From an optimization exercise on the open Yosys and OpenROAD flow, aimed at small area; shortcuts taken in it are not production practice.
Function was checked by simulation only, so behaviour that the tests miss may differ from the original.

== job 102 ==
==> flow/design.v (excerpt) <==
module lrelu_engine (
  input  logic                                    clk,
  input  logic                                    rst,
  input  logic                                    clken,
  input  logic                                    s_valid,
  input  logic                                    s_last,
  input  logic [3:0]               s_user,
  input  logic [4*20-1:0]  s_data,
  input  logic                                    cfg_valid,
  input  logic [16-1:0]              cfg_data,
  output logic                                    m_valid,
  output logic                                    m_last,
  output logic [3:0]               m_user,
  output logic [4*8-1:0] m_data,
  output logic                                    count_config_full
);
  localparam int PW = 5 + 4*8;   
  localparam int LW = 20;                                 
  logic [8:0]                     cfg_sel;
  logic [9*16-1:0]   coef;
  logic [4*LW-1:0]     l_c, l_1;
  logic [16-1:0]     d_1;
  logic [4:0]                     side_1;
  logic [4*8-1:0] res;
  logic [2:0]    v_pipe;
  logic [PW-1:0] d_pipe [2];
  lrelu_config_ctrl ctrl_i (
    .clk               (clk),
    .rst               (rst),
    .clken             (clken),
    .cfg_valid         (cfg_valid),
    .cfg_sel           (cfg_sel),
    .count_config_full (count_config_full)
  );
  lrelu_coef_bank bank_i (
    .clk       (clk),
    .rst       (rst),
    .clken     (clken),
    .cfg_valid (cfg_valid),
    .cfg_sel   (cfg_sel),
    .cfg_data  (cfg_data),
    .coef      (coef)
  );
  for (genvar u = 0; u < 4; u++) begin : g_lane
    lrelu_affine_stage affine_i (
      .x   (s_data[u*20 +: 20]),
      .a   (coef[(1+u)*16 +: 16]),
      .nb  (coef[(5+u)*16 +: 16]),
      .p   (l_c[u*LW +: 20])
    );
    lrelu_leaky_stage leaky_i (
      .p        (l_1[u*LW +: 20]),
      .is_lrelu (side_1[3]),
      .d        (d_1),
      .out      (res[u*8 +: 8])
    );
  end
  always_ff @(posedge clk) begin
    if (rst) begin
      v_pipe  <= '0;
      m_valid <= 1'b0;
    end else if (clken) begin
      v_pipe  <= {v_pipe[1:0], s_valid};
      m_valid <= v_pipe[2];
    end
  end
  always_ff @(posedge clk) begin
    if (clken) begin
      l_1       <= l_c;
      d_1       <= coef[0 +: 16];
      side_1    <= {s_last, s_user};
      d_pipe[0] <= {side_1, res};
      d_pipe[1] <= d_pipe[0];
  ...
Settings: LEC_CHECK=0, ABC_AREA=1, CAP_MARGIN=20, CORE_MARGIN=2, CORE_UTILIZATION=75, CTS_BUF_LIST=sky130_fd_sc_hd__clkbuf_16, CTS_CLUSTER_DIAMETER=100, CTS_CLUSTER_SIZE=25, GPL_TIMING_DRIVEN=0, SLEW_MARGIN=20; clock period 8.0 ns.
standard.sh (not shown) runs the stock make flow with config.mk's settings and CLKGATE_MAP_FILE= SYNTH_SCRIPT=/design/flow/synth_recipe.tcl, a recipe that flattens the netlist after the stock synthesis.
==> flow/flow/run.sh <==
#!/bin/bash
# Standard layout, except that synthesis maps the design's explicit cell
# modules (lrelu_fa, lrelu_ha, ...) straight onto the library cells and skips
# the extraction of further adder cells from the remaining logic, and the
# port buffers are the smallest buffer.
set -euo pipefail
WORK=$(pwd)
bash standard.sh SYNTH_CANONICALIZE_TCL="$WORK/flow/fa_map.tcl" ADDER_MAP_FILE= \
  "BUFFER_PORTS_ARGS=-buffer_cell sky130_fd_sc_hd__buf_1" finish > "$WORK/orfs_make.log" 2>&1
==> flow/flow/fa_map.tcl <==
# Map the design's explicit cell modules onto the library cells of the same
# function and port names.
foreach {m c} {lrelu_fa fa_1 lrelu_ha ha_1 lrelu_nand2 nand2_1 lrelu_a22oi a22oi_1
               lrelu_xor2 xor2_1 lrelu_xnor2 xnor2_1} {
  chtype -map $m sky130_fd_sc_hd__$c
}
hierarchy -top $::env(DESIGN_NAME)
Inputs modified between job 102 and job 105:
Settings: a change of CORE_UTILIZATION from 75 to 65.
Notes after the runs:
Job 105 went all the way through the flow, and no timing, DRC or antenna check failed.
On sequential share of layout area, job 102 and job 105 are basically level.
Compared with job 102, job 105 ends up with more cell area.
Summary: final critical-path required period, job 105 better than job 102
Looking at job 102 and job 105, the number of flops mapped to enable cells by yosys is a wash.
On met2 demand-to-capacity share in global routing: job 105 sits below job 102.

========
Another version of the RTL of lrelu_engine (not shown whole).
Size in the first run: roughly 4600 cells after synthesis, about 360 flip-flops, ~150 I/O pins.
==> flow/config.mk <==
export PLATFORM = sky130hd
export DESIGN_NAME = lrelu_engine
export DESIGN_NICKNAME = lrelu_engine
export VERILOG_FILES = /design/flow/design.v
export SDC_FILE = /design/flow/constraint.sdc
export NUM_CORES = 4
export LEC_CHECK = 0
export ABC_AREA = 1
export CAP_MARGIN = 20
export CORE_MARGIN = 2
export CORE_UTILIZATION = 70
export CTS_BUF_LIST = sky130_fd_sc_hd__clkbuf_16
export CTS_CLUSTER_DIAMETER = 100
export CTS_CLUSTER_SIZE = 25
export GPL_TIMING_DRIVEN = 0
export PLACE_DENSITY = 0.85
export SLEW_MARGIN = 20
==> flow/constraint.sdc <==
create_clock -name core_clock -period 8.0 [get_ports {clk}]
set_input_delay 1.6000 -clock core_clock [delete_from_list [all_inputs] [get_ports {clk}]]
set_output_delay 1.6000 -clock core_clock [all_outputs]
set_load 0.01 [all_outputs]
Scripts as last shown in full above: flow/flow/run.sh, flow/flow/fa_map.tcl
The baseline went through all stages and came out clean.
Change:
==> flow/flow/run.sh (replaced) <==
#!/bin/bash
# Standard layout, except that synthesis maps the design's explicit cell
# modules (lrelu_fa, lrelu_ha, ...) straight onto the library cells and skips
# the extraction of further adder cells from the remaining logic, and the
# port buffers are the smallest buffer, and gates off the critical paths are
# downsized after global routing.
set -euo pipefail
WORK=$(pwd)
bash standard.sh SYNTH_CANONICALIZE_TCL="$WORK/flow/fa_map.tcl" ADDER_MAP_FILE= \
  "BUFFER_PORTS_ARGS=-buffer_cell sky130_fd_sc_hd__buf_1" RECOVER_POWER=100 finish > "$WORK/orfs_make.log" 2>&1
The changed run completed and failed the layout checks on max-capacitance violations, max-slew violations.
Sequential share of layout area is higher by 0.11 points.
Worst hold slack barely changes.
Wire length barely changes.
Setup slack got worse by 67 ps.

========
JK:
Another version of the RTL of lrelu_engine (not shown whole).
Size in the first run: about 360 flip-flops, roughly 150 I/O pins.
Design lrelu_engine, start of the top module:
module lrelu_engine (
  input  logic                                    clk,
  input  logic                                    rst,
  input  logic                                    clken,
  input  logic                                    s_valid,
  input  logic                                    s_last,
  input  logic [3:0]               s_user,
  input  logic [4*20-1:0]  s_data,
  input  logic                                    cfg_valid,
  input  logic [16-1:0]              cfg_data,
  output logic                                    m_valid,
  output logic                                    m_last,
  output logic [3:0]               m_user,
  output logic [4*8-1:0] m_data,
  output logic                                    count_config_full
);
==> flow/config.mk <==
export PLATFORM = sky130hd
export DESIGN_NAME = lrelu_engine
export DESIGN_NICKNAME = lrelu_engine
export VERILOG_FILES = /design/flow/design.v
export SDC_FILE = /design/flow/constraint.sdc
export NUM_CORES = 4
export LEC_CHECK = 0
export CAP_MARGIN = 0
export CORE_MARGIN = 2
export CORE_UTILIZATION = 60
export CTS_BUF_LIST = sky130_fd_sc_hd__clkbuf_4
export GPL_TIMING_DRIVEN = 0
export SLEW_MARGIN = 0
==> flow/constraint.sdc <==
create_clock -name core_clock -period 8.0 [get_ports {clk}]
set_input_delay 1.6000 -clock core_clock [delete_from_list [all_inputs] [get_ports {clk}]]
set_output_delay 1.6000 -clock core_clock [all_outputs]
set_load 0.01 [all_outputs]
==> flow/flow/run.sh <==
#!/bin/bash
# Standard layout, except that synthesis maps the design's explicit cell
# modules (lrelu_fa, lrelu_ha, ...) straight onto the library cells and skips
# the extraction of further adder cells from the remaining logic, and the
# port buffers are the smallest buffer.
set -euo pipefail
WORK=$(pwd)
bash standard.sh SYNTH_CANONICALIZE_TCL="$WORK/flow/fa_map.tcl" ADDER_MAP_FILE= \
  "BUFFER_PORTS_ARGS=-buffer_cell sky130_fd_sc_hd__buf_1" finish > "$WORK/orfs_make.log" 2>&1
Scripts as last shown in full above: flow/flow/fa_map.tcl
JK: full flow OK, the timing, DRC and antenna checks passed
Input changes introduced in MS (baseline for comparison: JK):
# JK
export LEC_CHECK = 0
export CAP_MARGIN = 0
export CORE_MARGIN = 2
export CORE_UTILIZATION = 60
export CTS_BUF_LIST = sky130_fd_sc_hd__clkbuf_4
export GPL_TIMING_DRIVEN = 0
export SLEW_MARGIN = 0
create_clock -name core_clock -period 8.0 [get_ports {clk}]
# MS
export LEC_CHECK = 0
export CAP_MARGIN = 20
export CORE_MARGIN = 2
export CORE_UTILIZATION = 60
export CTS_BUF_LIST = sky130_fd_sc_hd__clkbuf_4
export GPL_TIMING_DRIVEN = 0
export SLEW_MARGIN = 20
create_clock -name core_clock -period 8.0 [get_ports {clk}]
[summary]
There was hardly any difference in area of all placed cells without fillers between JK and MS.
The wire length of MS was superior to that of JK.
The global-route wire length before repair reported for MS is smaller than that of JK by about 0.7%.
In MS, via count is lower than in JK.
JK → MS: slack of the worst reg-to-reg path lower.

========
old:
lrelu_engine, a different RTL version from the one above (not shown whole).
Size: roughly 4800 cells after synthesis, ~360 flip-flops, ~47000 µm² of cells after synthesis.
export LEC_CHECK = 0
export ABC_AREA = 1
export CAP_MARGIN = 20
export CORE_MARGIN = 2
export CORE_UTILIZATION = 75
export CTS_BUF_LIST = sky130_fd_sc_hd__clkbuf_16
export CTS_CLUSTER_DIAMETER = 100
export CTS_CLUSTER_SIZE = 25
export GPL_TIMING_DRIVEN = 0
export PLACE_DENSITY = 0.85
export SLEW_MARGIN = 20
create_clock -name core_clock -period 8.0 [get_ports {clk}]
==> flow/flow/fa_map.tcl <==
# Map the design's explicit cell modules onto the library cells of the same
# function and port names.
foreach {m c} {lrelu_fa fa_1 lrelu_ha ha_1 lrelu_nand2 nand2_1 lrelu_a22oi a22oi_1
               lrelu_xor2 xor2_1 lrelu_xnor2 xnor2_1 lrelu_maj3 maj3_1} {
  chtype -map $m sky130_fd_sc_hd__$c
}
hierarchy -top $::env(DESIGN_NAME)
Scripts as last shown in full above: flow/flow/run.sh
[inputs] new vs old
Settings: a change of CORE_UTILIZATION from 75 to 70.
[summary]
- Routed metal-1 wire length was lower in the run labelled new.
- Taking old as the reference point, the arrival time reported for the critical path endpoint of new falls by 0.03 ns.
- Changes observed in new relative to old: wire length per cell went up about 0.53%; via count went down about 0.47%.

========
lrelu_engine, a different RTL version from the one above (not shown whole).
Size in the first run: roughly 4900 cells after synthesis, roughly 360 flip-flops, ~150 I/O pins, about 47000 µm² of cells after synthesis.
Settings: LEC_CHECK=0, ABC_AREA=1, CAP_MARGIN=20, CORE_MARGIN=2, CORE_UTILIZATION=70, CTS_BUF_LIST=sky130_fd_sc_hd__clkbuf_16, CTS_CLUSTER_DIAMETER=100, CTS_CLUSTER_SIZE=25, GPL_TIMING_DRIVEN=0, PLACE_DENSITY=0.85, SLEW_MARGIN=20; clock period 8.0 ns.
==> flow/flow/fa_map.tcl <==
# Map the design's explicit cell modules onto the library cells of the same
# function and port names.
foreach {m c} {lrelu_fa fa_1 lrelu_ha ha_1 lrelu_nand2 nand2_1 lrelu_a22oi a22oi_1
               lrelu_xor2 xor2_1 lrelu_xnor2 xnor2_1} {
  chtype -map $m sky130_fd_sc_hd__$c
}
hierarchy -top $::env(DESIGN_NAME)
Scripts as last shown in full above: flow/flow/run.sh
Change:
- CORE_UTILIZATION: 70 -> 75
=> Routed wire length stays flat; sequential cell count does not change; clock-buffer cell count fell by 1; cell area hardly moves; synthesized cell count stays the same; hold slack gets worse by 0.0064 ns; sequential share of layout area is about the same.
Change:
- CORE_UTILIZATION: 75 -> 70
- CTS_CLUSTER_SIZE: 25 -> 30
=>
- The new run ran to the end with no violations
- synthesized cell count stays the same
- count of clock-buffer cells in the layout came out lower by 2
- cell area is about the same

========
Setup of run a:
Another version of the RTL of lrelu_engine (not shown whole).
For scale: roughly 4700 cells after synthesis, about 150 I/O pins, roughly 48000 um2 of cells after synthesis.
Settings: LEC_CHECK=0, ABC_AREA=1, CAP_MARGIN=20, CORE_MARGIN=2, CORE_UTILIZATION=70, CTS_BUF_LIST=sky130_fd_sc_hd__clkbuf_16, CTS_CLUSTER_DIAMETER=100, CTS_CLUSTER_SIZE=25, GPL_TIMING_DRIVEN=0, PLACE_DENSITY=0.85, SLEW_MARGIN=20; clock period 8.0 ns.
Scripts as last shown in full above: flow/flow/run.sh, flow/flow/fa_map.tcl
Run a completed; timing, DRC and antenna clean
What run b does differently from run a at the input level:
--- a/flow/config.mk
+++ b/flow/config.mk
@@ -14,4 +14,3 @@
 export CTS_CLUSTER_SIZE = 25
 export GPL_TIMING_DRIVEN = 0
-export PLACE_DENSITY = 0.85
 export SLEW_MARGIN = 20
--- outcome ---
Run b finished end to end and its layout was clean on timing, DRC and antenna. Of the two values seen for worst setup path endpoint, l_1[59] was produced by run a and l_1[57] by run b. Compared to run a, the router laid down less metal wire for run b. Number of diodes added for antenna fixing is higher on run b. Between run b and run a, the difference in final core utilization is negligible. Between run b and run a, the number of logic stages on the critical path including buffering is higher for run a. Setup WNS run a -> run b: better. Run b and run a ended up with nearly the same final design instance area without fill. Total area of multi-input combinational cells: run b vs run a — no meaningful difference. Run b and run a ended up with nearly the same growth of design area from synthesis to finish.

========
== the reference run ==
Another version of the RTL of lrelu_engine (not shown whole).
For scale: ~4400 cells after synthesis, roughly 370 flip-flops.
Settings: LEC_CHECK=0, CAP_MARGIN=20, CORE_MARGIN=2, CORE_UTILIZATION=60, CTS_BUF_LIST=sky130_fd_sc_hd__clkbuf_4, GPL_TIMING_DRIVEN=0, SLEW_MARGIN=20; clock period 8.0 ns.
Scripts as last shown in full above: flow/flow/run.sh, flow/flow/fa_map.tcl
--- input diff the reference run..the trial run ---
- GPL_TIMING_DRIVEN removed (was 0)
- CTS_BUF_LIST removed (was sky130_fd_sc_hd__clkbuf_4)
- CORE_UTILIZATION changed from 60 to 55
==> flow/flow/run.sh <==
#!/bin/bash
# Standard layout, except that synthesis maps the design's explicit adder
# cell modules (lrelu_fa, lrelu_ha, ...) straight onto the library cells, and
# skips the extraction of further adder cells from the remaining logic.
set -euo pipefail
WORK=$(pwd)
bash standard.sh SYNTH_CANONICALIZE_TCL="$WORK/flow/fa_map.tcl" ADDER_MAP_FILE= finish > "$WORK/orfs_make.log" 2>&1
--- outcome ---
Changes observed in the trial run relative to the reference run: critical path depth fell 1, total CTS buffers fell about 50%.
In the metrics for the reference run and the trial run, the one carrying the lower count of clock-buffer cells in the layout is the trial run.
Taking the reference run as the reference, in the trial run die area went up 9.0%.
The trial run against the reference run: minimum clock period moved down, post-route met1 wirelength went up 2.7 mm.

re-timing with driven ports:
How much do the figures lean on ideal ports? The routed layouts below were timed once more, with nothing changed but the port constraints. Step 1 assumes that a clkbuf_16 drives the clock port and a buf_2 every other input. Step 2 times the ports against the registers' clock, not the clock port: input delays grow and output delays shrink by t, the midpoint of the rising clock arrivals with the driver on. Three values: ideal, step 1, step 2; two values: the first two.
| run | t (ns) | setup WS [ns] | hold WS [ns] | slew at the worst register clock pin (ns) | worst slew at a driven data input, ns |
|---|---|---|---|---|---|
| job 102 | 0.649 | 0.493 / 0.534 / -0.116 | 0.424 / 0.424 / 0.424 | 0.10 / 0.10 | 0.05 |
| job 105 | 0.674 | 0.533 / 0.574 / -0.101 | 0.408 / 0.408 / 0.408 | 0.11 / 0.11 | 0.04 |
| the first run of note 2 | 0.653 | 0.571 / 0.571 / 0.571 | 0.422 / 0.422 / 0.422 | 0.11 / 0.11 | 0.06 |
| the second run of note 2 | 0.653 | 0.504 / 0.504 / -0.114 | 0.421 / 0.421 / 0.421 | 0.11 / 0.11 | 0.06 |
| JK | 0.878 | 0.504 / 0.504 / -0.073 | 0.413 / 0.413 / 0.413 | 0.08 / 0.08 | 0.05 |
| MS | 0.891 | 0.477 / 0.477 / -0.153 | 0.362 / 0.362 / 0.362 | 0.09 / 0.09 | 0.05 |
| old | 0.613 | 0.379 / 0.379 / 0.379 | 0.421 / 0.421 / 0.421 | 0.11 / 0.11 | 0.06 |
| new | 0.645 | 0.414 / 0.414 / 0.414 | 0.409 / 0.409 / 0.409 | 0.11 / 0.11 | 0.07 |
| the first run of note 5 | 0.666 | 0.625 / 0.625 / 0.625 | 0.422 / 0.422 / 0.422 | 0.10 / 0.10 | 0.06 |
| the second run of note 5 | 0.653 | 0.429 / 0.429 / 0.429 | 0.416 / 0.416 / 0.416 | 0.10 / 0.10 | 0.05 |
| the third run of note 5 | 0.649 | 0.597 / 0.597 / 0.597 | 0.413 / 0.413 / 0.413 | 0.12 / 0.12 | 0.06 |
| run a | 0.626 | 0.517 / 0.553 / -0.073 | 0.417 / 0.417 / 0.417 | 0.11 / 0.11 | 0.05 |
| run b | 0.621 | 0.530 / 0.580 / -0.041 | 0.412 / 0.412 / 0.412 | 0.10 / 0.10 | 0.04 |
| the reference run | 0.941 | 0.315 / 0.315 / -0.532 | 0.379 / 0.379 / 0.379 | 0.09 / 0.09 | 0.06 |
| the trial run | 0.669 | 0.738 / 0.783 / 0.114 | 0.411 / 0.411 / 0.411 | 0.07 / 0.07 | 0.06 |
The setup slack of the reference run, which loses most, moves by 0.000 ns with the drivers and by -0.847 ns with both steps.
